Source: an optimization exercise on an open RTL-to-GDS flow (aim: small area, a short achievable clock period and few clock cycles per item). Production flows keep margins and buffers that such runs may drop.
The RTL was checked by simulation tests, not by an equivalence proof against the original design.
Power figures rest on the tool's default switching activity, not on a simulated workload.

## flow/design.v (module list and top-level ports; edited modules follow where they fit)
// module operand_loader: 28 lines
// module npu_controller: 56 lines
// module pe_array: 1978 lines
// module result_cache: 51 lines
// module npu_top: 151 lines
module npu_top #(
    parameter int N = 4
) (
    input  logic                  i_clk,
    input  logic                  i_rst_n,
    input  logic                  i_map_sop,
    input  logic                  i_map_eop,
    input  logic                  i_map_vld,
    input  logic [31:0]           i_map_data,
    input  logic                  i_weight_sop,
    input  logic                  i_weight_eop,
    input  logic                  i_weight_vld,
    input  logic [31:0]           i_weight_data,
    input  logic                  i_rd_sop,
    input  logic [$clog2(N)-1:0]  i_rd_col,
    output logic                  o_save_finish,
    output logic                  o_rd_vld,
    output logic                  o_rd_eop,
    output logic [15:0]           o_rd_data
);
  // ...
==> flow/run.sh <==
#!/bin/bash
# synth_recipe.tcl (not shown) runs the flow's synth.tcl, then flattens the netlist and writes it again
# the make line also repeats each setting of config.mk as NAME=value (left out here)
make -C /OpenROAD-flow-scripts/flow DESIGN_CONFIG=/design/flow/config.mk WORK_HOME=/design/flow/orfs CLKGATE_MAP_FILE= SYNTH_SCRIPT=/design/flow/synth_recipe.tcl finish
==> flow/config.mk <==
export PLATFORM = sky130hd
export DESIGN_NAME = npu_top
export DESIGN_NICKNAME = npu_top
export VERILOG_FILES = /design/flow/design.v
export SDC_FILE = /design/flow/constraint.sdc
export NUM_CORES = 4
export LEC_CHECK = 0
export CAP_MARGIN = 20
export CORE_MARGIN = 2
export CORE_UTILIZATION = 45
export CTS_CLUSTER_DIAMETER = 100
export CTS_CLUSTER_SIZE = 24
export SETUP_SLACK_MARGIN = 5
export SLEW_MARGIN = 20
==> flow/constraint.sdc <==
create_clock -name core_clock -period 8.0 [get_ports {i_clk}]
set_input_delay 1.6000 -clock core_clock [delete_from_list [all_inputs] [get_ports {i_clk}]]
set_output_delay 1.6000 -clock core_clock [all_outputs]
set_load 0.01 [all_outputs]
==> out/results.ini, run 1 <==
[route]
drt-initial-drc-count=3172

[worst_hold_path]
hp-class=reg2reg
worstHoldEndpoint=u_pe_array.p6_904

[clock_tree]
cts_made_buffers=54

[critical_path]
startpoint_type=primary input
ff2ff_setup_slack_ns=5.00
cp-startpoint=i_weight_vld
cp_cell_sequence=clkdlybuf4s50_1 > inv_1 > nor2_4 > and2_2

[sta]
fmax_ghz=0.327
fin_skew_ns=0.0603
fin_crit_sh_pct=38.3
setup_tns_ns=0

[synthesis]
seq_area_frac_synth_pct=61.6
synth-simple-area-share_pct=4.19
yosysTopAreaCellShare_pct=47.2
synth_top_family_by_area=compound AO/OA/AOI/OAI gates
synth_top_area_cell=edfxtp_1

[global_routing]
grt_max_degree=83
grt_usage_pct=24.0
grt_pass1_vias=28000
gr-usage-met2_pct=38.8

[outcome]
status=timing/DRC/antenna clean

[pwr]
powerComb_mw=10.7
power_leader=combinational cells
p_seq_mw=7.77
clkPwrFrac_pct=14.6
leakagePower_nw=19.3

[floorplan]
die_x_microns=333
io_pins=94
initial_utilization_pct=45.5

[final_layout]
final-nonclk-buf-share_pct=4.06
multi_input_gates=1842
instances_no_fill=4868
fin_nets=3732

[placement]
place_congestion=0.895
placed_area_sq_mm=0.0510

Testbench counts, summed over its fixed seeds: cycles 12,544, items 320.
==> module result_cache, before the edit <==
module result_cache (
    input  logic                   i_clk,
    input  logic                   i_rst_n,
    input  logic                   i_copy,
    input  logic [15:0][15:0]      i_c,
    input  logic                   i_rd_sop,
    input  logic [1:0]             i_rd_col,
    output logic                   o_rd_vld,
    output logic                   o_rd_eop,
    output logic [15:0]            o_rd_data
);
    logic [15:0][15:0] snap;
    logic [1:0]        rd_row;
    logic [1:0]        rd_col;
    logic [1:0]        nxt_row;
    logic [2:0]        rd_left;
    always_ff @(posedge i_clk) begin
        if (i_copy) begin
            snap <= i_c;
        end
    end
    assign nxt_row = (rd_left != 3'd0) ? rd_row + 2'd1 : 2'd0;
    always_ff @(posedge i_clk) begin
        if (!i_rst_n) begin
            rd_left  <= '0;
            o_rd_vld <= 1'b0;
            o_rd_eop <= 1'b0;
            rd_row   <= '0;
            rd_col   <= '0;
        end else if (rd_left == 3'd0) begin
            if (i_rd_sop) begin
                rd_left  <= 3'd4;
                o_rd_vld <= 1'b1;
                rd_row   <= 2'd0;
                rd_col   <= i_rd_col;
            end
        end else begin
            rd_left  <= rd_left - 3'd1;
            rd_row   <= nxt_row;
            o_rd_vld <= (rd_left != 3'd1);
            o_rd_eop <= (rd_left == 3'd2);
        end
    end
    always_ff @(posedge i_clk) begin
        if (rd_left != 3'd0) begin
            o_rd_data <= snap[{nxt_row, rd_col}];
        end else begin
            o_rd_data <= snap[{2'd0, i_rd_col}];
        end
    end
endmodule
==> inputs of run 2 (changes only) <==
--- a/flow/design.v
+++ b/flow/design.v
@@ -695,183 +695,183 @@
     logic s593;
     logic s594;
     logic s595;
     logic s596;
     logic s597;
     logic s598;
     logic s599;
     logic s600;
-    logic p2_601;
-    logic p2_602;
-    logic p2_603;
-    logic p2_604;
-    logic p2_605;
-    logic p2_606;
-    logic p2_607;
-    logic p2_608;
-    logic p2_609;
-    logic p2_610;
-    logic p2_611;
-    logic p2_612;
-    logic p2_613;
-    logic p2_614;
-    logic p2_615;
-    logic p2_616;
-    logic p2_617;
-    logic p2_618;
-    logic p2_619;
-    logic p2_620;
-    logic p2_621;
-    logic p2_622;
-    logic p2_623;
-    logic p2_624;
-    logic p2_625;
-    logic p2_626;
-    logic p2_627;
-    logic p2_628;
-    logic p2_629;
-    logic p2_630;
-    logic p2_631;
-    logic p2_632;
-    logic p2_633;
-    logic p2_634;
-    logic p2_635;
-    logic p2_636;
-    logic p2_637;
-    logic p2_638;
-    logic p2_639;
-    logic p2_640;
-    logic p2_641;
-    logic p2_642;
-    logic p2_643;
-    logic p2_644;
-    logic p2_645;
-    logic p2_646;
-    logic p2_647;
-    logic p2_648;
-    logic p2_649;
-    logic p2_650;
-    logic p2_651;
-    logic p2_652;
-    logic p2_653;
-    logic p2_654;
-    logic p2_655;
-    logic p2_656;
-    logic p2_657;
-    logic p2_658;
-    logic p2_659;
-    logic p2_660;
-    logic p2_661;
-    logic p2_662;
-    logic p2_663;
-    logic p2_664;
-    logic p2_665;
-    logic p2_666;
-    logic p2_667;
-    logic p2_668;
-    logic p2_669;
-    logic p2_670;
-    logic p2_671;
-    logic p2_672;
-    logic p2_673;
-    logic p2_674;
-    logic p2_675;
-    logic p2_676;
-    logic p2_677;
-    logic p2_678;
-    logic p2_679;
-    logic p2_680;
-    logic p2_681;
-    logic p2_682;
-    logic p2_683;
-    logic p2_684;
-    logic p2_685;
-    logic p2_686;
-    logic p2_687;
-    logic p2_688;
-    logic p2_689;
-    logic p2_690;
-    logic p2_691;
-    logic p2_692;
-    logic p2_693;
-    logic p2_694;
-    logic p2_695;
-    logic p2_696;
-    logic p2_697;
-    logic p2_698;
-    logic p2_699;
-    logic p2_700;
-    logic p2_701;
-    logic p2_702;
-    logic p2_703;
-    logic p2_704;
-    logic p2_705;
-    logic p2_706;
-    logic p2_707;
-    logic p2_708;
-    logic p2_709;
-    logic p2_710;
-    logic p2_711;
-    logic p2_712;
-    logic p2_713;
-    logic p2_714;
-    logic p2_715;
-    logic p2_716;
-    logic p2_717;
-    logic p2_718;
-    logic p2_719;
-    logic p2_720;
-    logic p2_721;
-    logic p2_722;
-    logic p2_723;
-    logic p2_724;
-    logic p2_725;
-    logic p2_726;
-    logic p2_727;
-    logic p2_728;
-    logic p2_729;
-    logic p2_730;
-    logic p2_731;
-    logic p2_732;
-    logic p2_733;
-    logic p2_734;
-    logic p2_735;
-    logic p2_736;
-    logic p2_737;
-    logic s738;
-    logic c739;
-    logic s740;
-    logic c741;
-    logic s742;
-    logic c743;
-    logic s744;
-    logic c745;
-    logic s746;
-    logic c747;
-    logic s748;
-    logic c749;
-    logic s750;
-    logic c751;
-    logic s752;
-    logic c753;
-    logic s754;
-    logic c755;
-    logic s756;
-    logic c757;
-    logic s758;
-    logic c759;
-    logic s760;
-    logic c761;
-    logic s762;
-    logic c763;
-    logic s764;
-    logic c765;
-    logic s766;
-    logic c767;
+    logic s601;
+    logic c602;
+    logic s603;
+    logic c604;
+    logic s605;
+    logic c606;
+    logic s607;
+    logic c608;
+    logic s609;
+    logic c610;
+    logic s611;
+    logic c612;
+    logic s613;
+    logic c614;
+    logic s615;
+    logic c616;
+    logic s617;
+    logic c618;
+    logic s619;
+    logic c620;
+    logic s621;
+    logic c622;
+    logic s623;
+    logic c624;
+    logic s625;
+    logic c626;
+    logic s627;
+    logic c628;
+    logic s629;
+    logic c630;
+    logic s631;
+    logic c632;
+    logic s633;
+    logic c634;
+    logic s635;
+    logic c636;
+    logic s637;
+    logic c638;
+    logic s639;
+    logic c640;
+    logic s641;
+    logic c642;
+    logic s643;
+    logic c644;
+    logic s645;
+    logic c646;
+    logic s647;
+    logic c648;
+    logic s649;
+    logic c650;
+    logic s651;
+    logic c652;
+    logic s653;
+    logic c654;
+    logic s655;
+    logic c656;
+    logic s657;
+    logic c658;
+    logic s659;
+    logic c660;
+    logic s661;
+    logic c662;
+    logic s663;
+    logic c664;
+    logic s665;
+    logic c666;
+    logic s667;
+    logic c668;
+    logic s669;
+    logic c670;
+    logic s671;
+    logic s672;
+    logic s673;
+    logic s674;
+    logic s675;
+    logic p3_676;
+    logic p3_677;
+    logic p3_678;
+    logic p3_679;
+    logic p3_680;
+    logic p3_681;
+    logic p3_682;
+    logic p3_683;
+    logic p3_684;
+    logic p3_685;
+    logic p3_686;
+    logic p3_687;
+    logic p3_688;
+    logic p3_689;
+    logic p3_690;
+    logic p3_691;
+    logic p3_692;
+    logic p3_693;
+    logic p3_694;
+    logic p3_695;
+    logic p3_696;
+    logic p3_697;
+    logic p3_698;
+    logic p3_699;
+    logic p3_700;
+    logic p3_701;
+    logic p3_702;
+    logic p3_703;
+    logic p3_704;
+    logic p3_705;
+    logic p3_706;
+    logic p3_707;
+    logic p3_708;
+    logic p3_709;
+    logic p3_710;
+    logic p3_711;
+    logic p3_712;
+    logic p3_713;
+    logic p3_714;
+    logic p3_715;
+    logic p3_716;
+    logic p3_717;
+    logic p3_718;
+    logic p3_719;
+    logic p3_720;
+    logic p3_721;
+    logic p3_722;
+    logic p3_723;
+    logic p3_724;
+    logic p3_725;
+    logic p3_726;
+    logic p3_727;
+    logic p3_728;
+    logic p3_729;
+    logic p3_730;
+    logic p3_731;
+    logic p3_732;
+    logic p3_733;
+    logic p3_734;
+    logic p3_735;
+    logic p3_736;
+    logic p3_737;
+    logic p3_738;
+    logic p3_739;
+    logic p3_740;
+    logic p3_741;
+    logic p3_742;
+    logic p3_743;
+    logic p3_744;
+    logic p3_745;
+    logic p3_746;
+    logic p3_747;
+    logic p3_748;
+    logic p3_749;
+    logic p3_750;
+    logic p3_751;
+    logic p3_752;
+    logic p3_753;
+    logic p3_754;
+    logic p3_755;
+    logic p3_756;
+    logic p3_757;
+    logic p3_758;
+    logic p3_759;
+    logic p3_760;
+    logic p3_761;
+    logic p3_762;
+    logic p3_763;
+    logic p3_764;
+    logic p3_765;
+    logic p3_766;
+    logic p3_767;
     logic s768;
     logic c769;
     logic s770;
     logic c771;
     logic s772;
     logic c773;
     logic s774;
     logic c775;
@@ -903,24 +903,24 @@
     logic c801;
     logic s802;
     logic c803;
     logic s804;
     logic c805;
     logic s806;
     logic c807;
     logic s808;
-    logic s809;
+    logic c809;
     logic s810;
-    logic s811;
+    logic c811;
     logic s812;
-    logic s813;
-    logic c814;
+    logic c813;
+    logic s814;
     logic s815;
-    logic c816;
+    logic s816;
     logic s817;
     logic c818;
     logic s819;
     logic c820;
     logic s821;
     logic c822;
     logic s823;
     logic c824;
@@ -942,151 +942,106 @@
     logic c840;
     logic s841;
     logic c842;
     logic s843;
     logic c844;
     logic s845;
     logic c846;
     logic s847;
-    logic c848;
+    logic s848;
     logic s849;
     logic c850;
     logic s851;
     logic c852;
     logic s853;
     logic c854;
     logic s855;
     logic c856;
     logic s857;
-    logic c858;
-    logic s859;
-    logic s860;
-    logic s861;
-    logic s862;
-    logic c863;
-    logic s864;
-    logic c865;
-    logic s866;
-    logic c867;
-    logic s868;
-    logic c869;
-    logic s870;
-    logic c871;
-    logic s872;
-    logic c873;
-    logic s874;
-    logic c875;
-    logic s876;
-    logic c877;
-    logic s878;
-    logic c879;
-    logic s880;
-    logic c881;
-    logic s882;
-    logic c883;
-    logic s884;
-    logic c885;
-    logic s886;
-    logic c887;
-    logic s888;
-    logic c889;
-    logic s890;
-    logic c891;
-    logic s892;
-    logic s893;
-    logic s894;
-    logic c895;
-    logic s896;
-    logic c897;
-    logic s898;
-    logic c899;
-    logic s900;
-    logic c901;
+    logic p6_858;
+    logic p6_859;
+    logic p6_860;
+    logic p6_861;
+    logic p6_862;
+    logic p6_863;
+    logic p6_864;
+    logic p6_865;
+    logic p6_866;
+    logic p6_867;
+    logic p6_868;
+    logic p6_869;
+    logic p6_870;
+    logic p6_871;
+    logic p6_872;
+    logic p6_873;
+    logic p6_874;
+    logic p6_875;
+    logic p6_876;
+    logic p6_877;
+    logic p6_878;
+    logic p6_879;
+    logic p6_880;
+    logic p6_881;
+    logic p6_882;
+    logic p6_883;
+    logic p6_884;
+    logic p6_885;
+    logic p6_886;
+    logic p6_887;
+    logic p6_888;
+    logic p6_889;
+    logic p6_890;
+    logic p6_891;
+    logic p6_892;
+    logic p6_893;
+    logic p6_894;
+    logic p6_895;
+    logic p6_896;
+    logic p6_897;
+    logic p6_898;
+    logic p6_899;
+    logic p6_900;
+    logic p6_901;
     logic s902;
-    logic p6_903;
-    logic p6_904;
-    logic p6_905;
-    logic p6_906;
-    logic p6_907;
-    logic p6_908;
-    logic p6_909;
-    logic p6_910;
-    logic p6_911;
-    logic p6_912;
-    logic p6_913;
-    logic p6_914;
-    logic p6_915;
-    logic p6_916;
-    logic p6_917;
-    logic p6_918;
-    logic p6_919;
-    logic p6_920;
-    logic p6_921;
-    logic p6_922;
-    logic p6_923;
-    logic p6_924;
-    logic p6_925;
-    logic p6_926;
-    logic p6_927;
-    logic p6_928;
-    logic p6_929;
-    logic p6_930;
-    logic p6_931;
-    logic p6_932;
-    logic p6_933;
-    logic p6_934;
-    logic p6_935;
-    logic p6_936;
-    logic p6_937;
-    logic p6_938;
-    logic p6_939;
-    logic p6_940;
-    logic p6_941;
-    logic p6_942;
-    logic p6_943;
-    logic p6_944;
-    logic p6_945;
-    logic p6_946;
-    logic s947;
-    logic c948;
-    logic s949;
-    logic c950;
-    logic s951;
-    logic c952;
-    logic s953;
-    logic c954;
-    logic s955;
-    logic c956;
-    logic s957;
-    logic c958;
-    logic s959;
-    logic c960;
-    logic s961;
-    logic s962;
-    logic c963;
-    logic s964;
-    logic c965;
-    logic s966;
-    logic c967;
-    logic s968;
-    logic c969;
-    logic s970;
-    logic c971;
-    logic s972;
-    logic c973;
-    logic s974;
-    logic c975;
-    logic s976;
-    logic c977;
-    logic s978;
-    logic c979;
-    logic s980;
-    logic c981;
-    logic s982;
+    logic c903;
+    logic s904;
+    logic c905;
+    logic s906;
+    logic c907;
+    logic s908;
+    logic c909;
+    logic s910;
+    logic c911;
+    logic s912;
+    logic c913;
+    logic s914;
+    logic c915;
+    logic s916;
+    logic s917;
+    logic c918;
+    logic s919;
+    logic c920;
+    logic s921;
+    logic c922;
+    logic s923;
+    logic c924;
+    logic s925;
+    logic c926;
+    logic s927;
+    logic c928;
+    logic s929;
+    logic c930;
+    logic s931;
+    logic c932;
+    logic s933;
+    logic c934;
+    logic s935;
+    logic c936;
+    logic s937;
     assign pp1 = (a_one[0] & b[0]) ^ a_neg[0];
     assign pp2 = (((a_one[0] & b[1]) | (a_two[0] & b[0]))) ^ a_neg[0];
     assign pp3 = (((a_one[0] & b[2]) | (a_two[0] & b[1]))) ^ a_neg[0];
     assign pp4 = (((a_one[0] & b[3]) | (a_two[0] & b[2]))) ^ a_neg[0];
     assign pp5 = (((a_one[0] & b[4]) | (a_two[0] & b[3]))) ^ a_neg[0];
     assign pp6 = (((a_one[0] & b[5]) | (a_two[0] & b[4]))) ^ a_neg[0];
     assign pp7 = (((a_one[0] & b[6]) | (a_two[0] & b[5]))) ^ a_neg[0];
     assign pp8 = (((a_one[0] & b[7]) | (a_two[0] & b[6]))) ^ a_neg[0];
@@ -1677,400 +1632,355 @@
     assign s593 = pp286 ^ pp288 ^ s471;
     assign s594 = s472 ^ s473 ^ s474;
     assign s595 = s475 ^ s476 ^ s477;
     assign s596 = s478 ^ s479 ^ s480;
     assign s597 = c448 ^ c450 ^ c452;
     assign s598 = c454 ^ c456 ^ c458;
     assign s599 = c460 ^ c462 ^ c464;
     assign s600 = c466 ^ c468 ^ c470;
-    assign s738 = p2_603 ^ p2_604 ^ p2_605;
-    assign c739 = (p2_603 & p2_604) | (p2_603 & p2_605) | (p2_604 & p2_605);
-    assign s740 = p2_606 ^ p2_607 ^ p2_608;
-    assign c741 = (p2_606 & p2_607) | (p2_606 & p2_608) | (p2_607 & p2_608);
-    assign s742 = p2_610 ^ p2_611 ^ p2_612;
-    assign c743 = (p2_610 & p2_611) | (p2_610 & p2_612) | (p2_611 & p2_612);
-    assign s744 = p2_615 ^ p2_616 ^ p2_617;
-    assign c745 = (p2_615 & p2_616) | (p2_615 & p2_617) | (p2_616 & p2_617);
-    assign s746 = p2_618 ^ p2_619 ^ p2_620;
-    assign c747 = (p2_618 & p2_619) | (p2_618 & p2_620) | (p2_619 & p2_620);
-    assign s748 = p2_621 ^ p2_622 ^ p2_623;
-    assign c749 = (p2_621 & p2_622) | (p2_621 & p2_623) | (p2_622 & p2_623);
-    assign s750 = p2_626 ^ p2_627 ^ p2_628;
-    assign c751 = (p2_626 & p2_627) | (p2_626 & p2_628) | (p2_627 & p2_628);
-    assign s752 = p2_629 ^ p2_630 ^ p2_631;
-    assign c753 = (p2_629 & p2_630) | (p2_629 & p2_631) | (p2_630 & p2_631);
-    assign s754 = p2_633 ^ p2_634 ^ p2_635;
-    assign c755 = (p2_633 & p2_634) | (p2_633 & p2_635) | (p2_634 & p2_635);
-    assign s756 = p2_636 ^ p2_637 ^ p2_638;
-    assign c757 = (p2_636 & p2_637) | (p2_636 & p2_638) | (p2_637 & p2_638);
-    assign s758 = p2_641 ^ p2_642 ^ p2_643;
-    assign c759 = (p2_641 & p2_642) | (p2_641 & p2_643) | (p2_642 & p2_643);
-    assign s760 = p2_644 ^ p2_645 ^ p2_646;
-    assign c761 = (p2_644 & p2_645) | (p2_644 & p2_646) | (p2_645 & p2_646);
-    assign s762 = p2_647 ^ p2_648 ^ p2_649;
-    assign c763 = (p2_647 & p2_648) | (p2_647 & p2_649) | (p2_648 & p2_649);
-    assign s764 = p2_650 ^ p2_651 ^ p2_652;
-    assign c765 = (p2_650 & p2_651) | (p2_650 & p2_652) | (p2_651 & p2_652);
-    assign s766 = p2_653 ^ p2_654 ^ p2_655;
-    assign c767 = (p2_653 & p2_654) | (p2_653 & p2_655) | (p2_654 & p2_655);
-    assign s768 = p2_656 ^ p2_657 ^ p2_658;
-    assign c769 = (p2_656 & p2_657) | (p2_656 & p2_658) | (p2_657 & p2_658);
-    assign s770 = p2_660 ^ p2_661 ^ p2_662;
-    assign c771 = (p2_660 & p2_661) | (p2_660 & p2_662) | (p2_661 & p2_662);
-    assign s772 = p2_663 ^ p2_664 ^ p2_665;
-    assign c773 = (p2_663 & p2_664) | (p2_663 & p2_665) | (p2_664 & p2_665);
-    assign s774 = p2_666 ^ p2_667 ^ p2_668;
-    assign c775 = (p2_666 & p2_667) | (p2_666 & p2_668) | (p2_667 & p2_668);
-    assign s776 = p2_671 ^ p2_672 ^ p2_673;
-    assign c777 = (p2_671 & p2_672) | (p2_671 & p2_673) | (p2_672 & p2_673);
-    assign s778 = p2_674 ^ p2_675 ^ p2_676;
-    assign c779 = (p2_674 & p2_675) | (p2_674 & p2_676) | (p2_675 & p2_676);
-    assign s780 = p2_677 ^ p2_678 ^ p2_679;
-    assign c781 = (p2_677 & p2_678) | (p2_677 & p2_679) | (p2_678 & p2_679);
-    assign s782 = p2_680 ^ p2_681 ^ p2_682;
-    assign c783 = (p2_680 & p2_681) | (p2_680 & p2_682) | (p2_681 & p2_682);
-    assign s784 = p2_683 ^ p2_684 ^ p2_685;
-    assign c785 = (p2_683 & p2_684) | (p2_683 & p2_685) | (p2_684 & p2_685);
-    assign s786 = p2_686 ^ p2_687 ^ p2_688;
-    assign c787 = (p2_686 & p2_687) | (p2_686 & p2_688) | (p2_687 & p2_688);
-    assign s788 = p2_689 ^ p2_690 ^ p2_691;
-    assign c789 = (p2_689 & p2_690) | (p2_689 & p2_691) | (p2_690 & p2_691);
-    assign s790 = p2_692 ^ p2_693 ^ p2_694;
-    assign c791 = (p2_692 & p2_693) | (p2_692 & p2_694) | (p2_693 & p2_694);
-    assign s792 = p2_696 ^ p2_697 ^ p2_698;
-    assign c793 = (p2_696 & p2_697) | (p2_696 & p2_698) | (p2_697 & p2_698);
-    assign s794 = p2_699 ^ p2_700 ^ p2_701;
-    assign c795 = (p2_699 & p2_700) | (p2_699 & p2_701) | (p2_700 & p2_701);
-    assign s796 = p2_702 ^ p2_703 ^ p2_704;
-    assign c797 = (p2_702 & p2_703) | (p2_702 & p2_704) | (p2_703 & p2_704);
-    assign s798 = p2_705 ^ p2_706 ^ p2_707;
-    assign c799 = (p2_705 & p2_706) | (p2_705 & p2_707) | (p2_706 & p2_707);
-    assign s800 = p2_710 ^ p2_711 ^ p2_712;
-    assign c801 = (p2_710 & p2_711) | (p2_710 & p2_712) | (p2_711 & p2_712);
-    assign s802 = p2_713 ^ p2_714 ^ p2_715;
-    assign c803 = (p2_713 & p2_714) | (p2_713 & p2_715) | (p2_714 & p2_715);
-    assign s804 = p2_716 ^ p2_717 ^ p2_718;
-    assign c805 = (p2_716 & p2_717) | (p2_716 & p2_718) | (p2_717 & p2_718);
-    assign s806 = p2_719 ^ p2_720 ^ p2_721;
-    assign c807 = (p2_719 & p2_720) | (p2_719 & p2_721) | (p2_720 & p2_721);
-    assign s808 = p2_723 ^ p2_724 ^ p2_725;
-    assign s809 = p2_726 ^ p2_727 ^ p2_728;
-    assign s810 = p2_729 ^ p2_730 ^ p2_731;
-    assign s811 = p2_732 ^ p2_733 ^ p2_734;
-    assign s812 = p2_735 ^ p2_736 ^ p2_737;
-    assign s813 = p2_609 ^ s740 ^ c739;
-    assign c814 = (p2_609 & s740) | (p2_609 & c739) | (s740 & c739);
-    assign s815 = p2_613 ^ p2_614 ^ s742;
-    assign c816 = (p2_613 & p2_614) | (p2_613 & s742) | (p2_614 & s742);
-    assign s817 = s744 ^ s746 ^ c743;
-    assign c818 = (s744 & s746) | (s744 & c743) | (s746 & c743);
-    assign s819 = p2_624 ^ p2_625 ^ s748;
-    assign c820 = (p2_624 & p2_625) | (p2_624 & s748) | (p2_625 & s748);
-    assign s821 = p2_632 ^ s750 ^ s752;
-    assign c822 = (p2_632 & s750) | (p2_632 & s752) | (s750 & s752);
-    assign s823 = p2_639 ^ p2_640 ^ s754;
-    assign c824 = (p2_639 & p2_640) | (p2_639 & s754) | (p2_640 & s754);
-    assign s825 = s756 ^ c751 ^ c753;
-    assign c826 = (s756 & c751) | (s756 & c753) | (c751 & c753);
-    assign s827 = s758 ^ s760 ^ s762;
-    assign c828 = (s758 & s760) | (s758 & s762) | (s760 & s762);
-    assign s829 = p2_659 ^ s764 ^ s766;
-    assign c830 = (p2_659 & s764) | (p2_659 & s766) | (s764 & s766);
-    assign s831 = s768 ^ c759 ^ c761;
-    assign c832 = (s768 & c759) | (s768 & c761) | (c759 & c761);
-    assign s833 = p2_669 ^ p2_670 ^ s770;
-    assign c834 = (p2_669 & p2_670) | (p2_669 & s770) | (p2_670 & s770);
-    assign s835 = s772 ^ s774 ^ c765;
-    assign c836 = (s772 & s774) | (s772 & c765) | (s774 & c765);
-    assign s837 = s776 ^ s778 ^ s780;
-    assign c838 = (s776 & s778) | (s776 & s780) | (s778 & s780);
-    assign s839 = s782 ^ c771 ^ c773;
-    assign c840 = (s782 & c771) | (s782 & c773) | (c771 & c773);
-    assign s841 = p2_695 ^ s784 ^ s786;
-    assign c842 = (p2_695 & s784) | (p2_695 & s786) | (s784 & s786);
-    assign s843 = s788 ^ s790 ^ c777;
-    assign c844 = (s788 & s790) | (s788 & c777) | (s790 & c777);
-    assign s845 = c779 ^ c781 ^ c783;
-    assign c846 = (c779 & c781) | (c779 & c783) | (c781 & c783);
-    assign s847 = p2_708 ^ p2_709 ^ s792;
-    assign c848 = (p2_708 & p2_709) | (p2_708 & s792) | (p2_709 & s792);
-    assign s849 = s794 ^ s796 ^ s798;
-    assign c850 = (s794 & s796) | (s794 & s798) | (s796 & s798);
-    assign s851 = c785 ^ c787 ^ c789;
-    assign c852 = (c785 & c787) | (c785 & c789) | (c787 & c789);
-    assign s853 = p2_722 ^ s800 ^ s802;
-    assign c854 = (p2_722 & s800) | (p2_722 & s802) | (s800 & s802);
-    assign s855 = s804 ^ s806 ^ c793;
-    assign c856 = (s804 & s806) | (s804 & c793) | (s806 & c793);
-    assign s857 = c795 ^ c797 ^ c799;
-    assign c858 = (c795 & c797) | (c795 & c799) | (c797 & c799);
-    assign s859 = s808 ^ s809 ^ s810;
-    assign s860 = s811 ^ s812 ^ c801;
-    assign s861 = c803 ^ c805 ^ c807;
-    assign s862 = c741 ^ s815 ^ c814;
-    assign c863 = (c741 & s815) | (c741 & c814) | (s815 & c814);
-    assign s864 = s817 ^ c816;
-    assign c865 = s817 & c816;
-    assign s866 = c745 ^ c747 ^ s819;
-    assign c867 = (c745 & c747) | (c745 & s819) | (c747 & s819);
-    assign s868 = c749 ^ s821 ^ c820;
-    assign c869 = (c749 & s821) | (c749 & c820) | (s821 & c820);
-    assign s870 = s823 ^ s825 ^ c822;
-    assign c871 = (s823 & s825) | (s823 & c822) | (s825 & c822);
-    assign s872 = c755 ^ c757 ^ s827;
-    assign c873 = (c755 & c757) | (c755 & s827) | (c757 & s827);
-    assign s874 = c763 ^ s829 ^ s831;
-    assign c875 = (c763 & s829) | (c763 & s831) | (s829 & s831);
-    assign s876 = c767 ^ c769 ^ s833;
-    assign c877 = (c767 & c769) | (c767 & s833) | (c769 & s833);
-    assign s878 = s835 ^ c830 ^ c832;
-    assign c879 = (s835 & c830) | (s835 & c832) | (c830 & c832);
-    assign s880 = c775 ^ s837 ^ s839;
-    assign c881 = (c775 & s837) | (c775 & s839) | (s837 & s839);
-    assign s882 = s841 ^ s843 ^ s845;
-    assign c883 = (s841 & s843) | (s841 & s845) | (s843 & s845);
-    assign s884 = c791 ^ s847 ^ s849;
-    assign c885 = (c791 & s847) | (c791 & s849) | (s847 & s849);
-    assign s886 = s851 ^ c842 ^ c844;
-    assign c887 = (s851 & c842) | (s851 & c844) | (c842 & c844);
-    assign s888 = s853 ^ s855 ^ s857;
-    assign c889 = (s853 & s855) | (s853 & s857) | (s855 & s857);
-    assign s890 = c848 ^ c850 ^ c852;
-    assign c891 = (c848 & c850) | (c848 & c852) | (c850 & c852);
-    assign s892 = s859 ^ s860 ^ s861;
-    assign s893 = c854 ^ c856 ^ c858;
-    assign s894 = c834 ^ c836;
-    assign c895 = c834 & c836;
-    assign s896 = c838 ^ c840;
-    assign c897 = c838 & c840;
-    assign s898 = c846 ^ s884;
-    assign c899 = c846 & s884;
-    assign s900 = s888 ^ s890;
-    assign c901 = s888 & s890;
-    assign s902 = s892 ^ s893;
-    assign s947 = p6_917 ^ p6_918;
-    assign c948 = p6_917 & p6_918;
-    assign s949 = p6_921 ^ p6_922;
-    assign c950 = p6_921 & p6_922;
-    assign s951 = p6_924 ^ p6_925;
-    assign c952 = p6_924 & p6_925;
-    assign s953 = p6_927 ^ p6_928 ^ p6_929;
-    assign c954 = (p6_927 & p6_928) | (p6_927 & p6_929) | (p6_928 & p6_929);
-    assign s955 = p6_931 ^ p6_932 ^ p6_933;
-    assign c956 = (p6_931 & p6_932) | (p6_931 & p6_933) | (p6_932 & p6_933);
-    assign s957 = p6_935 ^ p6_936 ^ p6_937;
-    assign c958 = (p6_935 & p6_936) | (p6_935 & p6_937) | (p6_936 & p6_937);
-    assign s959 = p6_939 ^ p6_940 ^ p6_941;
-    assign c960 = (p6_939 & p6_940) | (p6_939 & p6_941) | (p6_940 & p6_941);
-    assign s961 = p6_943 ^ p6_944 ^ p6_945;
-    assign s962 = p6_910 ^ p6_911;
-    assign c963 = p6_910 & p6_911;
-    assign s964 = p6_913 ^ p6_914;
-    assign c965 = p6_913 & p6_914;
-    assign s966 = p6_915 ^ p6_916;
-    assign c967 = p6_915 & p6_916;
-    assign s968 = p6_919 ^ p6_920 ^ s947;
-    assign c969 = (p6_919 & p6_920) | (p6_919 & s947) | (p6_920 & s947);
-    assign s970 = p6_923 ^ s949 ^ c948;
-    assign c971 = (p6_923 & s949) | (p6_923 & c948) | (s949 & c948);
-    assign s972 = p6_926 ^ s951 ^ c950;
-    assign c973 = (p6_926 & s951) | (p6_926 & c950) | (s951 & c950);
-    assign s974 = p6_930 ^ s953 ^ c952;
-    assign c975 = (p6_930 & s953) | (p6_930 & c952) | (s953 & c952);
-    assign s976 = p6_934 ^ s955 ^ c954;
-    assign c977 = (p6_934 & s955) | (p6_934 & c954) | (s955 & c954);
-    assign s978 = p6_938 ^ s957 ^ c956;
-    assign c979 = (p6_938 & s957) | (p6_938 & c956) | (s957 & c956);
-    assign s980 = p6_942 ^ s959 ^ c958;
-    assign c981 = (p6_942 & s959) | (p6_942 & c958) | (s959 & c958);
-    assign s982 = p6_946 ^ s961 ^ c960;
-    assign y_next = {s982, s980, s978, s976, s974, s972, s970, s968, s966, s964, p6_912, p6_908, p6_907, p6_906, p6_905, p6_903} + {c981, c979, c977, c975, c973, c971, c969, c967, c965, c963, s962, p6_909, 1'b0, 1'b0, 1'b0, p6_904};
+    assign s601 = c292 ^ s483 ^ c482;
+    assign c602 = (c292 & s483) | (c292 & c482) | (s483 & c482);
+    assign s603 = s301 ^ c294 ^ s485;
+    assign c604 = (s301 & c294) | (s301 & s485) | (c294 & s485);
+    assign s605 = c300 ^ c302 ^ s487;
+    assign c606 = (c300 & c302) | (c300 & s487) | (c302 & s487);
+    assign s607 = c304 ^ c306 ^ s491;
+    assign c608 = (c304 & c306) | (c304 & s491) | (c306 & s491);
+    assign s609 = s493 ^ c488 ^ c490;
+    assign c610 = (s493 & c488) | (s493 & c490) | (c488 & c490);
+    assign s611 = s495 ^ s497 ^ s499;
+    assign c612 = (s495 & s497) | (s495 & s499) | (s497 & s499);
+    assign s613 = s501 ^ s503 ^ s505;
+    assign c614 = (s501 & s503) | (s501 & s505) | (s503 & s505);
+    assign s615 = s507 ^ c496 ^ c498;
+    assign c616 = (s507 & c496) | (s507 & c498) | (c496 & c498);
+    assign s617 = s509 ^ s511 ^ s513;
+    assign c618 = (s509 & s511) | (s509 & s513) | (s511 & s513);
+    assign s619 = s515 ^ c502 ^ c504;
+    assign c620 = (s515 & c502) | (s515 & c504) | (c502 & c504);
+    assign s621 = c346 ^ s517 ^ s519;
+    assign c622 = (c346 & s517) | (c346 & s519) | (s517 & s519);
+    assign s623 = s521 ^ s523 ^ c510;
+    assign c624 = (s521 & s523) | (s521 & c510) | (s523 & c510);
+    assign s625 = c512 ^ c514 ^ c516;
+    assign c626 = (c512 & c514) | (c512 & c516) | (c514 & c516);
+    assign s627 = c362 ^ s525 ^ s527;
+    assign c628 = (c362 & s525) | (c362 & s527) | (s525 & s527);
+    assign s629 = s529 ^ s531 ^ s533;
+    assign c630 = (s529 & s531) | (s529 & s533) | (s531 & s533);
+    assign s631 = c518 ^ c520 ^ c522;
+    assign c632 = (c518 & c520) | (c518 & c522) | (c520 & c522);
+    assign s633 = c374 ^ s535 ^ s537;
+    assign c634 = (c374 & s535) | (c374 & s537) | (s535 & s537);
+    assign s635 = s539 ^ s541 ^ s543;
+    assign c636 = (s539 & s541) | (s539 & s543) | (s541 & s543);
+    assign s637 = c526 ^ c528 ^ c530;
+    assign c638 = (c526 & c528) | (c526 & c530) | (c528 & c530);
+    assign s639 = c390 ^ c392 ^ s545;
+    assign c640 = (c390 & c392) | (c390 & s545) | (c392 & s545);
+    assign s641 = s547 ^ s549 ^ s551;
+    assign c642 = (s547 & s549) | (s547 & s551) | (s549 & s551);
+    assign s643 = s553 ^ c536 ^ c538;
+    assign c644 = (s553 & c536) | (s553 & c538) | (c536 & c538);
+    assign s645 = c540 ^ c542 ^ c544;
+    assign c646 = (c540 & c542) | (c540 & c544) | (c542 & c544);
+    assign s647 = c406 ^ c408 ^ s555;
+    assign c648 = (c406 & c408) | (c406 & s555) | (c408 & s555);
+    assign s649 = s557 ^ s559 ^ s561;
+    assign c650 = (s557 & s559) | (s557 & s561) | (s559 & s561);
+    assign s651 = s563 ^ s565 ^ c546;
+    assign c652 = (s563 & s565) | (s563 & c546) | (s565 & c546);
+    assign s653 = c548 ^ c550 ^ c552;
+    assign c654 = (c548 & c550) | (c548 & c552) | (c550 & c552);
+    assign s655 = c426 ^ c428 ^ s567;
+    assign c656 = (c426 & c428) | (c426 & s567) | (c428 & s567);
+    assign s657 = s569 ^ s571 ^ s573;
+    assign c658 = (s569 & s571) | (s569 & s573) | (s571 & s573);
+    assign s659 = s575 ^ s577 ^ c556;
+    assign c660 = (s575 & s577) | (s575 & c556) | (s577 & c556);
+    assign s661 = c558 ^ c560 ^ c562;
+    assign c662 = (c558 & c560) | (c558 & c562) | (c560 & c562);
+    assign s663 = s579 ^ s581 ^ s583;
+    assign c664 = (s579 & s581) | (s579 & s583) | (s581 & s583);
+    assign s665 = s585 ^ s587 ^ s589;
+    assign c666 = (s585 & s587) | (s585 & s589) | (s587 & s589);
+    assign s667 = s591 ^ c568 ^ c570;
+    assign c668 = (s591 & c568) | (s591 & c570) | (c568 & c570);
+    assign s669 = c572 ^ c574 ^ c576;
+    assign c670 = (c572 & c574) | (c572 & c576) | (c574 & c576);
+    assign s671 = s593 ^ s594 ^ s595;
+    assign s672 = s596 ^ s597 ^ s598;
+    assign s673 = s599 ^ s600 ^ c580;
+    assign s674 = c582 ^ c584 ^ c586;
+    assign s675 = c588 ^ c590 ^ c592;
+    assign s768 = p3_679 ^ p3_680 ^ p3_681;
+    assign c769 = (p3_679 & p3_680) | (p3_679 & p3_681) | (p3_680 & p3_681);
+    assign s770 = p3_682 ^ p3_683 ^ p3_684;
+    assign c771 = (p3_682 & p3_683) | (p3_682 & p3_684) | (p3_683 & p3_684);
+    assign s772 = p3_686 ^ p3_687 ^ p3_688;
+    assign c773 = (p3_686 & p3_687) | (p3_686 & p3_688) | (p3_687 & p3_688);
+    assign s774 = p3_689 ^ p3_690 ^ p3_691;
+    assign c775 = (p3_689 & p3_690) | (p3_689 & p3_691) | (p3_690 & p3_691);
+    assign s776 = p3_694 ^ p3_695 ^ p3_696;
+    assign c777 = (p3_694 & p3_695) | (p3_694 & p3_696) | (p3_695 & p3_696);
+    assign s778 = p3_698 ^ p3_699 ^ p3_700;
+    assign c779 = (p3_698 & p3_699) | (p3_698 & p3_700) | (p3_699 & p3_700);
+    assign s780 = p3_701 ^ p3_702 ^ p3_703;
+    assign c781 = (p3_701 & p3_702) | (p3_701 & p3_703) | (p3_702 & p3_703);
+    assign s782 = p3_704 ^ p3_705 ^ p3_706;
+    assign c783 = (p3_704 & p3_705) | (p3_704 & p3_706) | (p3_705 & p3_706);
+    assign s784 = p3_709 ^ p3_710 ^ p3_711;
+    assign c785 = (p3_709 & p3_710) | (p3_709 & p3_711) | (p3_710 & p3_711);
+    assign s786 = p3_712 ^ p3_713 ^ p3_714;
+    assign c787 = (p3_712 & p3_713) | (p3_712 & p3_714) | (p3_713 & p3_714);
+    assign s788 = p3_716 ^ p3_717 ^ p3_718;
+    assign c789 = (p3_716 & p3_717) | (p3_716 & p3_718) | (p3_717 & p3_718);
+    assign s790 = p3_719 ^ p3_720 ^ p3_721;
+    assign c791 = (p3_719 & p3_720) | (p3_719 & p3_721) | (p3_720 & p3_721);
+    assign s792 = p3_724 ^ p3_725 ^ p3_726;
+    assign c793 = (p3_724 & p3_725) | (p3_724 & p3_726) | (p3_725 & p3_726);
+    assign s794 = p3_727 ^ p3_728 ^ p3_729;
+    assign c795 = (p3_727 & p3_728) | (p3_727 & p3_729) | (p3_728 & p3_729);
+    assign s796 = p3_731 ^ p3_732 ^ p3_733;
+    assign c797 = (p3_731 & p3_732) | (p3_731 & p3_733) | (p3_732 & p3_733);
+    assign s798 = p3_734 ^ p3_735 ^ p3_736;
+    assign c799 = (p3_734 & p3_735) | (p3_734 & p3_736) | (p3_735 & p3_736);
+    assign s800 = p3_737 ^ p3_738 ^ p3_739;
+    assign c801 = (p3_737 & p3_738) | (p3_737 & p3_739) | (p3_738 & p3_739);
+    assign s802 = p3_740 ^ p3_741 ^ p3_742;
+    assign c803 = (p3_740 & p3_741) | (p3_740 & p3_742) | (p3_741 & p3_742);
+    assign s804 = p3_743 ^ p3_744 ^ p3_745;
+    assign c805 = (p3_743 & p3_744) | (p3_743 & p3_745) | (p3_744 & p3_745);
+    assign s806 = p3_746 ^ p3_747 ^ p3_748;
+    assign c807 = (p3_746 & p3_747) | (p3_746 & p3_748) | (p3_747 & p3_748);
+    assign s808 = p3_750 ^ p3_751 ^ p3_752;
+    assign c809 = (p3_750 & p3_751) | (p3_750 & p3_752) | (p3_751 & p3_752);
+    assign s810 = p3_753 ^ p3_754 ^ p3_755;
+    assign c811 = (p3_753 & p3_754) | (p3_753 & p3_755) | (p3_754 & p3_755);
+    assign s812 = p3_756 ^ p3_757 ^ p3_758;
+    assign c813 = (p3_756 & p3_757) | (p3_756 & p3_758) | (p3_757 & p3_758);
+    assign s814 = p3_759 ^ p3_760 ^ p3_761;
+    assign s815 = p3_762 ^ p3_763 ^ p3_764;
+    assign s816 = p3_765 ^ p3_766 ^ p3_767;
+    assign s817 = p3_685 ^ s770 ^ c769;
+    assign c818 = (p3_685 & s770) | (p3_685 & c769) | (s770 & c769);
+    assign s819 = s772 ^ c771;
+    assign c820 = s772 & c771;
+    assign s821 = p3_692 ^ p3_693 ^ s774;
+    assign c822 = (p3_692 & p3_693) | (p3_692 & s774) | (p3_693 & s774);
+    assign s823 = p3_697 ^ s776 ^ c775;
+    assign c824 = (p3_697 & s776) | (p3_697 & c775) | (s776 & c775);
+    assign s825 = s778 ^ s780 ^ c777;
+    assign c826 = (s778 & s780) | (s778 & c777) | (s780 & c777);
+    assign s827 = p3_707 ^ p3_708 ^ s782;
+    assign c828 = (p3_707 & p3_708) | (p3_707 & s782) | (p3_708 & s782);
+    assign s829 = p3_715 ^ s784 ^ s786;
+    assign c830 = (p3_715 & s784) | (p3_715 & s786) | (s784 & s786);
+    assign s831 = p3_722 ^ p3_723 ^ s788;
+    assign c832 = (p3_722 & p3_723) | (p3_722 & s788) | (p3_723 & s788);
+    assign s833 = s790 ^ c785 ^ c787;
+    assign c834 = (s790 & c785) | (s790 & c787) | (c785 & c787);
+    assign s835 = p3_730 ^ s792 ^ s794;
+    assign c836 = (p3_730 & s792) | (p3_730 & s794) | (s792 & s794);
+    assign s837 = s796 ^ s798 ^ s800;
+    assign c838 = (s796 & s798) | (s796 & s800) | (s798 & s800);
+    assign s839 = p3_749 ^ s802 ^ s804;
+    assign c840 = (p3_749 & s802) | (p3_749 & s804) | (s802 & s804);
+    assign s841 = s806 ^ c797 ^ c799;
+    assign c842 = (s806 & c797) | (s806 & c799) | (c797 & c799);
+    assign s843 = s808 ^ s810 ^ s812;
+    assign c844 = (s808 & s810) | (s808 & s812) | (s810 & s812);
+    assign s845 = c803 ^ c805 ^ c807;
+    assign c846 = (c803 & c805) | (c803 & c807) | (c805 & c807);
+    assign s847 = s814 ^ s815 ^ s816;
+    assign s848 = c809 ^ c811 ^ c813;
+    assign s849 = c789 ^ c791;
+    assign c850 = c789 & c791;
+    assign s851 = c793 ^ c795;
+    assign c852 = c793 & c795;
+    assign s853 = c801 ^ s839;
+    assign c854 = c801 & s839;
+    assign s855 = s843 ^ s845;
+    assign c856 = s843 & s845;
+    assign s857 = s847 ^ s848;
+    assign s902 = p6_872 ^ p6_873;
+    assign c903 = p6_872 & p6_873;
+    assign s904 = p6_876 ^ p6_877;
+    assign c905 = p6_876 & p6_877;
+    assign s906 = p6_879 ^ p6_880;
+    assign c907 = p6_879 & p6_880;
+    assign s908 = p6_882 ^ p6_883 ^ p6_884;
+    assign c909 = (p6_882 & p6_883) | (p6_882 & p6_884) | (p6_883 & p6_884);
+    assign s910 = p6_886 ^ p6_887 ^ p6_888;
+    assign c911 = (p6_886 & p6_887) | (p6_886 & p6_888) | (p6_887 & p6_888);
+    assign s912 = p6_890 ^ p6_891 ^ p6_892;
+    assign c913 = (p6_890 & p6_891) | (p6_890 & p6_892) | (p6_891 & p6_892);
+    assign s914 = p6_894 ^ p6_895 ^ p6_896;
+    assign c915 = (p6_894 & p6_895) | (p6_894 & p6_896) | (p6_895 & p6_896);
+    assign s916 = p6_898 ^ p6_899 ^ p6_900;
+    assign s917 = p6_865 ^ p6_866;
+    assign c918 = p6_865 & p6_866;
+    assign s919 = p6_868 ^ p6_869;
+    assign c920 = p6_868 & p6_869;
+    assign s921 = p6_870 ^ p6_871;
+    assign c922 = p6_870 & p6_871;
+    assign s923 = p6_874 ^ p6_875 ^ s902;
+    assign c924 = (p6_874 & p6_875) | (p6_874 & s902) | (p6_875 & s902);
+    assign s925 = p6_878 ^ s904 ^ c903;
+    assign c926 = (p6_878 & s904) | (p6_878 & c903) | (s904 & c903);
+    assign s927 = p6_881 ^ s906 ^ c905;
+    assign c928 = (p6_881 & s906) | (p6_881 & c905) | (s906 & c905);
+    assign s929 = p6_885 ^ s908 ^ c907;
+    assign c930 = (p6_885 & s908) | (p6_885 & c907) | (s908 & c907);
+    assign s931 = p6_889 ^ s910 ^ c909;
+    assign c932 = (p6_889 & s910) | (p6_889 & c909) | (s910 & c909);
+    assign s933 = p6_893 ^ s912 ^ c911;
+    assign c934 = (p6_893 & s912) | (p6_893 & c911) | (s912 & c911);
+    assign s935 = p6_897 ^ s914 ^ c913;
+    assign c936 = (p6_897 & s914) | (p6_897 & c913) | (s914 & c913);
+    assign s937 = p6_901 ^ s916 ^ c915;
+    assign y_next = {s937, s935, s933, s931, s929, s927, s925, s923, s921, s919, p6_867, p6_863, p6_862, p6_861, p6_860, p6_858} + {c936, c934, c932, c930, c928, c926, c924, c922, c920, c918, s917, p6_864, 1'b0, 1'b0, 1'b0, p6_859};
     always_ff @(posedge i_clk) begin
-        p2_601 <= s291;
-        p2_602 <= s481;
-        p2_603 <= c292;
-        p2_604 <= s483;
-        p2_605 <= c482;
-        p2_606 <= s301;
-        p2_607 <= c294;
-        p2_608 <= s485;
-        p2_609 <= c484;
-        p2_610 <= c300;
-        p2_611 <= c302;
-        p2_612 <= s487;
-        p2_613 <= s489;
-        p2_614 <= c486;
-        p2_615 <= c304;
-        p2_616 <= c306;
-        p2_617 <= s491;
-        p2_618 <= s493;
-        p2_619 <= c488;
-        p2_620 <= c490;
-        p2_621 <= s495;
-        p2_622 <= s497;
-        p2_623 <= s499;
-        p2_624 <= c492;
-        p2_625 <= c494;
-        p2_626 <= s501;
-        p2_627 <= s503;
-        p2_628 <= s505;
-        p2_629 <= s507;
-        p2_630 <= c496;
-        p2_631 <= c498;
-        p2_632 <= c500;
-        p2_633 <= s509;
-        p2_634 <= s511;
-        p2_635 <= s513;
-        p2_636 <= s515;
-        p2_637 <= c502;
-        p2_638 <= c504;
-        p2_639 <= c506;
-        p2_640 <= c508;
-        p2_641 <= c346;
-        p2_642 <= s517;
-        p2_643 <= s519;
-        p2_644 <= s521;
-        p2_645 <= s523;
-        p2_646 <= c510;
-        p2_647 <= c512;
-        p2_648 <= c514;
-        p2_649 <= c516;
-        p2_650 <= c362;
-        p2_651 <= s525;
-        p2_652 <= s527;
-        p2_653 <= s529;
-        p2_654 <= s531;
-        p2_655 <= s533;
-        p2_656 <= c518;
-        p2_657 <= c520;
-        p2_658 <= c522;
-        p2_659 <= c524;
-        p2_660 <= c374;
-        p2_661 <= s535;
-        p2_662 <= s537;
-        p2_663 <= s539;
-        p2_664 <= s541;
-        p2_665 <= s543;
-        p2_666 <= c526;
-        p2_667 <= c528;
-        p2_668 <= c530;
-        p2_669 <= c532;
-        p2_670 <= c534;
-        p2_671 <= c390;
-        p2_672 <= c392;
-        p2_673 <= s545;
-        p2_674 <= s547;
-        p2_675 <= s549;
-        p2_676 <= s551;
-        p2_677 <= s553;
-        p2_678 <= c536;
-        p2_679 <= c538;
-        p2_680 <= c540;
-        p2_681 <= c542;
-        p2_682 <= c544;
-        p2_683 <= c406;
-        p2_684 <= c408;
-        p2_685 <= s555;
-        p2_686 <= s557;
-        p2_687 <= s559;
-        p2_688 <= s561;
-        p2_689 <= s563;
-        p2_690 <= s565;
-        p2_691 <= c546;
-        p2_692 <= c548;
-        p2_693 <= c550;
-        p2_694 <= c552;
-        p2_695 <= c554;
-        p2_696 <= c426;
-        p2_697 <= c428;
-        p2_698 <= s567;
-        p2_699 <= s569;
-        p2_700 <= s571;
-        p2_701 <= s573;
-        p2_702 <= s575;
-        p2_703 <= s577;
-        p2_704 <= c556;
-        p2_705 <= c558;
-        p2_706 <= c560;
-        p2_707 <= c562;
-        p2_708 <= c564;
-        p2_709 <= c566;
-        p2_710 <= s579;
-        p2_711 <= s581;
-        p2_712 <= s583;
-        p2_713 <= s585;
-        p2_714 <= s587;
-        p2_715 <= s589;
-        p2_716 <= s591;
-        p2_717 <= c568;
-        p2_718 <= c570;
-        p2_719 <= c572;
-        p2_720 <= c574;
-        p2_721 <= c576;
-        p2_722 <= c578;
-        p2_723 <= s593;
-        p2_724 <= s594;
-        p2_725 <= s595;
-        p2_726 <= s596;
-        p2_727 <= s597;
-        p2_728 <= s598;
-        p2_729 <= s599;
-        p2_730 <= s600;
-        p2_731 <= c580;
-        p2_732 <= c582;
-        p2_733 <= c584;
-        p2_734 <= c586;
-        p2_735 <= c588;
-        p2_736 <= c590;
-        p2_737 <= c592;
-        p6_903 <= p2_601;
-        p6_904 <= p2_602;
-        p6_905 <= s738;
-        p6_906 <= s813;
-        p6_907 <= s862;
-        p6_908 <= s864;
-        p6_909 <= c863;
-        p6_910 <= c818;
-        p6_911 <= s866;
-        p6_912 <= c865;
-        p6_913 <= s868;
-        p6_914 <= c867;
-        p6_915 <= s870;
-        p6_916 <= c869;
-        p6_917 <= c824;
-        p6_918 <= c826;
-        p6_919 <= s872;
-        p6_920 <= c871;
-        p6_921 <= c828;
-        p6_922 <= s874;
-        p6_923 <= c873;
-        p6_924 <= s876;
-        p6_925 <= s878;
-        p6_926 <= c875;
-        p6_927 <= s880;
-        p6_928 <= c877;
-        p6_929 <= c879;
-        p6_930 <= s894;
-        p6_931 <= s882;
-        p6_932 <= c881;
-        p6_933 <= s896;
-        p6_934 <= c895;
-        p6_935 <= s886;
-        p6_936 <= c883;
-        p6_937 <= s898;
-        p6_938 <= c897;
-        p6_939 <= c885;
-        p6_940 <= c887;
-        p6_941 <= s900;
-        p6_942 <= c899;
-        p6_943 <= c889;
-        p6_944 <= c891;
-        p6_945 <= s902;
-        p6_946 <= c901;
+        p3_676 <= s291;
+        p3_677 <= s481;
+        p3_678 <= s601;
+        p3_679 <= c484;
+        p3_680 <= s603;
+        p3_681 <= c602;
+        p3_682 <= s489;
+        p3_683 <= c486;
+        p3_684 <= s605;
+        p3_685 <= c604;
+        p3_686 <= s607;
+        p3_687 <= s609;
+        p3_688 <= c606;
+        p3_689 <= c492;
+        p3_690 <= c494;
+        p3_691 <= s611;
+        p3_692 <= c608;
+        p3_693 <= c610;
+        p3_694 <= c500;
+        p3_695 <= s613;
+        p3_696 <= s615;
+        p3_697 <= c612;
+        p3_698 <= c506;
+        p3_699 <= c508;
+        p3_700 <= s617;
+        p3_701 <= s619;
+        p3_702 <= c614;
+        p3_703 <= c616;
+        p3_704 <= s621;
+        p3_705 <= s623;
+        p3_706 <= s625;
+        p3_707 <= c618;
+        p3_708 <= c620;
+        p3_709 <= c524;
+        p3_710 <= s627;
+        p3_711 <= s629;
+        p3_712 <= s631;
+        p3_713 <= c622;
+        p3_714 <= c624;
+        p3_715 <= c626;
+        p3_716 <= c532;
+        p3_717 <= c534;
+        p3_718 <= s633;
+        p3_719 <= s635;
+        p3_720 <= s637;
+        p3_721 <= c628;
+        p3_722 <= c630;
+        p3_723 <= c632;
+        p3_724 <= s639;
+        p3_725 <= s641;
+        p3_726 <= s643;
+        p3_727 <= s645;
+        p3_728 <= c634;
+        p3_729 <= c636;
+        p3_730 <= c638;
+        p3_731 <= c554;
+        p3_732 <= s647;
+        p3_733 <= s649;
+        p3_734 <= s651;
+        p3_735 <= s653;
+        p3_736 <= c640;
+        p3_737 <= c642;
+        p3_738 <= c644;
+        p3_739 <= c646;
+        p3_740 <= c564;
+        p3_741 <= c566;
+        p3_742 <= s655;
+        p3_743 <= s657;
+        p3_744 <= s659;
+        p3_745 <= s661;
+        p3_746 <= c648;
+        p3_747 <= c650;
+        p3_748 <= c652;
+        p3_749 <= c654;
+        p3_750 <= c578;
+        p3_751 <= s663;
+        p3_752 <= s665;
+        p3_753 <= s667;
+        p3_754 <= s669;
+        p3_755 <= c656;
+        p3_756 <= c658;
+        p3_757 <= c660;
+        p3_758 <= c662;
+        p3_759 <= s671;
+        p3_760 <= s672;
+        p3_761 <= s673;
+        p3_762 <= s674;
+        p3_763 <= s675;
+        p3_764 <= c664;
+        p3_765 <= c666;
+        p3_766 <= c668;
+        p3_767 <= c670;
+        p6_858 <= p3_676;
+        p6_859 <= p3_677;
+        p6_860 <= p3_678;
+        p6_861 <= s768;
+        p6_862 <= s817;
+        p6_863 <= s819;
+        p6_864 <= c818;
+        p6_865 <= c773;
+        p6_866 <= s821;
+        p6_867 <= c820;
+        p6_868 <= s823;
+        p6_869 <= c822;
+        p6_870 <= s825;
+        p6_871 <= c824;
+        p6_872 <= c779;
+        p6_873 <= c781;
+        p6_874 <= s827;
+        p6_875 <= c826;
+        p6_876 <= c783;
+        p6_877 <= s829;
+        p6_878 <= c828;
+        p6_879 <= s831;
+        p6_880 <= s833;
+        p6_881 <= c830;
+        p6_882 <= s835;
+        p6_883 <= c832;
+        p6_884 <= c834;
+        p6_885 <= s849;
+        p6_886 <= s837;
+        p6_887 <= c836;
+        p6_888 <= s851;
+        p6_889 <= c850;
+        p6_890 <= s841;
+        p6_891 <= c838;
+        p6_892 <= s853;
+        p6_893 <= c852;
+        p6_894 <= c840;
+        p6_895 <= c842;
+        p6_896 <= s855;
+        p6_897 <= c854;
+        p6_898 <= c844;
+        p6_899 <= c846;
+        p6_900 <= s857;
+        p6_901 <= c856;
         y <= y_next;
     end
 endmodule
 `timescale 1ns/10ps
 module result_cache (
     input  logic                   i_clk,
     input  logic                   i_rst_n,
     input  logic                   i_copy,
@@ -2080,23 +1990,25 @@
     output logic                   o_rd_vld,
     output logic                   o_rd_eop,
     output logic [15:0]            o_rd_data
 );
     logic [15:0][15:0] snap;
     logic [1:0]        rd_row;
     logic [1:0]        rd_col;
     logic [1:0]        nxt_row;
+    logic [1:0]        nxt_col;
     logic [2:0]        rd_left;
     always_ff @(posedge i_clk) begin
         if (i_copy) begin
             snap <= i_c;
         end
     end
     assign nxt_row = (rd_left != 3'd0) ? rd_row + 2'd1 : 2'd0;
+    assign nxt_col = (rd_left != 3'd0) ? rd_col : i_rd_col;
     always_ff @(posedge i_clk) begin
         if (!i_rst_n) begin
             rd_left  <= '0;
             o_rd_vld <= 1'b0;
             o_rd_eop <= 1'b0;
             rd_row   <= '0;
             rd_col   <= '0;
         end else if (rd_left == 3'd0) begin
@@ -2109,21 +2021,17 @@
         end else begin
             rd_left  <= rd_left - 3'd1;
             rd_row   <= nxt_row;
             o_rd_vld <= (rd_left != 3'd1);
             o_rd_eop <= (rd_left == 3'd2);
         end
     end
     always_ff @(posedge i_clk) begin
-        if (rd_left != 3'd0) begin
-            o_rd_data <= snap[{nxt_row, rd_col}];
-        end else begin
-            o_rd_data <= snap[{2'd0, i_rd_col}];
-        end
+        o_rd_data <= snap[{nxt_row, nxt_col}];
     end
 endmodule
 `timescale 1ns/10ps
 module npu_top #(
     parameter int N = 4
 ) (
     input  logic                  i_clk,
     input  logic                  i_rst_n,
==> flow/config.mk (replaced) <==
export PLATFORM = sky130hd
export DESIGN_NAME = npu_top
export DESIGN_NICKNAME = npu_top
export VERILOG_FILES = /design/flow/design.v
export SDC_FILE = /design/flow/constraint.sdc
export NUM_CORES = 4
export LEC_CHECK = 0
export CAP_MARGIN = 20
export CORE_MARGIN = 2
export CORE_UTILIZATION = 40
export SETUP_SLACK_MARGIN = 5
export SLEW_MARGIN = 20
==> out/results.ini, run 2 <==
[synthesis]
ys_ff_latch=1074  ; was 1119
syn_inst=3293  ; was 3373
ys_warn_count=5  ; unchanged
synth_compound_area_share_pct=10.6  ; was 10.4%
yosysMostFrequentCell=edfxtp_1  ; unchanged
synth-simple-area-share_pct=4.18  ; was 4.19%
yosys-top-cells-area=edfxtp_1 48%, dfxtp_1 13%, fa_1 8.6%, a22oi_1 7.5%, xnor2_1 4.0%  ; was edfxtp_1 47%, dfxtp_1 14%, fa_1 8.4%, a22oi_1 7.2%, xnor2_1 4.4%
async_reset_ff_share_pct=0  ; unchanged
synth_top_family_by_area=compound AO/OA/AOI/OAI gates  ; unchanged
synth_top_area_cell=edfxtp_1  ; unchanged
synth_area_per_cell_sq_um=14.5  ; about the same
ys_types=54  ; was 56
ys_top_cells_by_count=768 x edfxtp_1, 475 x a22oi_1, 306 x dfxtp_1  ; was 768 x edfxtp_1, 468 x a22oi_1, 351 x dfxtp_1
synth_nets=3604  ; was 3684
ys.flop_type=edfxtp_1  ; unchanged
synth_xor_xnor_area_share_pct=7.30  ; was 7.11%
yosys.area_share.adder_pct=9.43  ; was 9.20%
yosysTopAreaCellShare_pct=48.4  ; was 47.2%
synthMuxAreaShare_pct=3.76  ; was 3.71%
seq_area_frac_synth_pct=61.3  ; was 61.6%
synth_edf_count=768  ; unchanged
netlist_area_sq_mm=0.0476  ; was 0.0488 sq mm

[sta]
setup_tns_ns=0  ; unchanged
hold_viol=0  ; unchanged
max_slew_margin_pct=24.6  ; was 22.7%
rsz0062_at_grt=true  ; unchanged
fin_crit_sh_pct=42.5  ; was 38.3%
finalSetupViolations=0  ; unchanged
min_period_ns=3.40  ; was 3.06 ns
tightest_slew_ns=1.13  ; was 1.16 ns
final-max-slew-violation-count=0  ; unchanged
fin_skew_ns=0.0607  ; was 0.0603 ns
fmax_ghz=0.294  ; was 0.327 GHz

[floorplan]
io_pins=94  ; unchanged
die_x_microns=349  ; was 333 microns
placementRows=126  ; was 120
initial_utilization_pct=40.3  ; was 45.5%
fp.dieArea_sq_mm=0.122  ; was 0.111 sq mm
die_y_microns=349  ; was 333 microns
coreArea_sq_mm=0.118  ; was 0.107 sq mm

[clock_tree]
hold_buffers=0  ; unchanged
clk_pin_slew_worst_paths_ns=0.06  ; was 0.10 ns
cts_made_buffers=107  ; was 54
htree_levels=3  ; was 2
cts_buffer_depth=3  ; unchanged
cts_tree=yes  ; unchanged
clk_latency_ns=0.74  ; was 0.69 ns
root_buffer=clkbuf_16  ; unchanged
clkSinkCount=1074  ; was 1119

[route]
wl_microns=156000  ; was 137000 microns
vias=30000  ; was 28.4k
drc=0  ; unchanged
drt-initial-drc-count=3408  ; was 3172
vias_per_cell=5.76  ; was 5.83
detail_route.wl_per_cell_microns=29.9  ; was 28.1 microns
ant_nets=0  ; unchanged
dr.pass1.iters=7  ; was 5

[worst_hold_path]
hp-class=reg2reg  ; unchanged

[final_layout]
drive_above_1_share_pct=27.1  ; was 12.1%
final_common_cell=edfxtp_1  ; unchanged
multiInputGateArea_sq_mm=0.0192  ; was 0.0177 sq mm
reg_top3=a_mem: 256 flops, b_mem: 256 flops, u_result_cache.snap: 256 flops  ; unchanged
fin_nets=3885  ; was 3732
fillers=9763  ; was 9007
area_delta_synth_final_pct=22.9  ; was 11.0%
regArea_sq_mm=0.0292  ; was 0.0301 sq mm
final_cell_mix=768 x edfxtp_1, 288 x dfxtp_1, 279 x a22oi_1  ; was 768 x edfxtp_1, 456 x a22oi_1, 340 x dfxtp_1
diodes=0  ; was 2
fin_util_pct=49.6  ; was 50.5%

[pwr]
leakagePower_nw=20.8  ; was 19.3 nW
p_per_area_mw_per_mm2=349  ; was 399 mW/mm^2
peakVddDrop_uv=929  ; was 882 uV
p_total_mw=20.4  ; was 21.6 mW

[global_routing]
gr-total-overflow=0  ; unchanged
grt_pass1_vias=29700  ; was 28.0k
antenna_found_initial=2  ; unchanged
grt_max_degree=179  ; was 83
globalRouteMet1Util_pct=32.6  ; was 34.0%
gr-usage-met2_pct=39.3  ; was 38.8%
grt_pass1_wl_microns=215000  ; was 194000 microns
grt_use_met3_pct=5.54  ; was 2.95%
grt_busiest_layer=met2  ; unchanged
grt_usage_pct=24.7  ; was 24.0%

[critical_path]
path_buf_inv=4  ; was 2
cp_max_fo=7  ; was 16
cp_cell_sequence=buf_12 > buf_16 > a22oi_2 > nand2_4 > buf_6 > a22oi_2 > xor2_1 > fa_2 > fa_2 > inv_2 > fa_1  ; was clkdlybuf4s50_1 > inv_1 > nor2_4 > and2_2
cp_top_family=adder cells  ; was buffers and inverters
max_stage_delay_ns=0.59  ; was 0.69 ns
crit_type=reg2reg  ; was in2reg
cp-end-kind=register  ; unchanged
crit_required_ns=8.56  ; was 8.32 ns
cp_slowest_cell=fa_2  ; was clkdlybuf4s50_1
cp_data_arrival_time_ns=3.96  ; was 3.38 ns
startpoint_type=register  ; was primary input

[placement]
place_congestion=0.897  ; was 0.895
hpwl_microns=92500  ; was 91200 microns
portBuffers=93  ; unchanged

[outcome]
status=timing/DRC/antenna clean  ; unchanged

[flow_run]
drv_cap=0  ; unchanged

-- run 2: path summary, 6_finish.rpt --
check	from	to	slack [ns]	cells after the start
worst min register to register	u_pe_array.p3_676	u_pe_array.p6_858	0.33	0
worst max register to register	u_controller.col_sel[2]	u_pe_array.p3_733	4.60	11
worst max-delay path	u_controller.col_sel[2]	u_pe_array.p3_733	4.60	11
worst min-delay path	u_pe_array.p3_676	u_pe_array.p6_858	0.33	0
-- run 2: per-stage QoR --
step                      cells  instance area (sq um)  hold slack [ns]  setup slack, ns
final                      5201                  58500            0.331             4.60
after detailed placement   4776                  50400            0.320             3.31
after CTS                  5128                  56800            0.334             4.64
after floorplan            3293                  48200            0.310             4.79
after global placement     4776                  50400            0.315             3.31
after global routing       5201                  58500            0.339             4.50
-- run 2: cell families (layout without fill, tap and decap cells) --
kind of cell             Yosys count  after routing
AO/OA/AOI/OAI                    661            661
XOR/XNOR                         396            396
adder cells (fa/ha/maj)          236            236
buffers and inverters            382            731
flip-flops                      1074           1074
multiplexers                      96             96
AND/OR/NAND/NOR                  448            471
-- run 2: final cells by class --
class | instances | share of cell area (%)
Tap cell | 1536 | 3.28
Clock buffer | 143 | 5.03
Sequential cell | 1074 | 49.9
Clock inverter | 57 | 0.977
Multi-Input combinational cell | 1860 | 32.8
Inverter | 190 | 1.23
Timing Repair Buffer | 341 | 6.74
-- run 2: power by group --
group	switching [mW]	total, mW	internal (mW)
sequential	0.412	7.13	6.71
clock	2.21	5.04	2.83
combinational	4.74	8.26	3.52
total	7.36	20.4	13.1
-- run 2: per-layer routing --
metal  share of wire (%)  routed length (microns)
met5               0.015                       24
met4                 4.5                     7050
met3                 9.4                    14600
met2                  47                    72400
met1                  40                    61400
-- run 2: repair_timing --
action                                  4_1_cts  5_1_grt
endpoints found under the setup margin      708      354
pin swaps                                   104      140
gates cloned                                 30       10
gates resized for setup                     304      209
buffers inserted                            122       63
Testbench counts of run 2, summed over its fixed seeds: cycles 12,544, items 320.

==> port drivers added, routing unchanged <==
How much do the figures lean on ideal ports? The routed layouts below were timed once more, with nothing changed but the port constraints.
Step 1 sets driving cells, clkbuf_16 on the clock port and buf_2 on the other inputs (assumed; they add their load-dependent delay and slew).
Step 2 adds t to the input delays and takes it off the output delays; t is the mean of the earliest and latest rising clock arrival at the registers after step 1. Input paths then give back, and output paths get back, about the clock's delay inside the block.
a / b / c = ideal / step 1 / step 2; a / b = the first two.
run	t (ns)	slack for setup (ns)	worst register clock-pin slew, ns
run 1	0.728	4.938 / 4.983 / 4.256	0.11 / 0.11
run 2	0.778	4.597 / 4.597 / 4.387	0.07 / 0.07
After both steps every run listed still meets setup and hold. The setup slack of run 1, which loses most, moves by +0.045 ns with the drivers and by -0.682 ns with both steps.
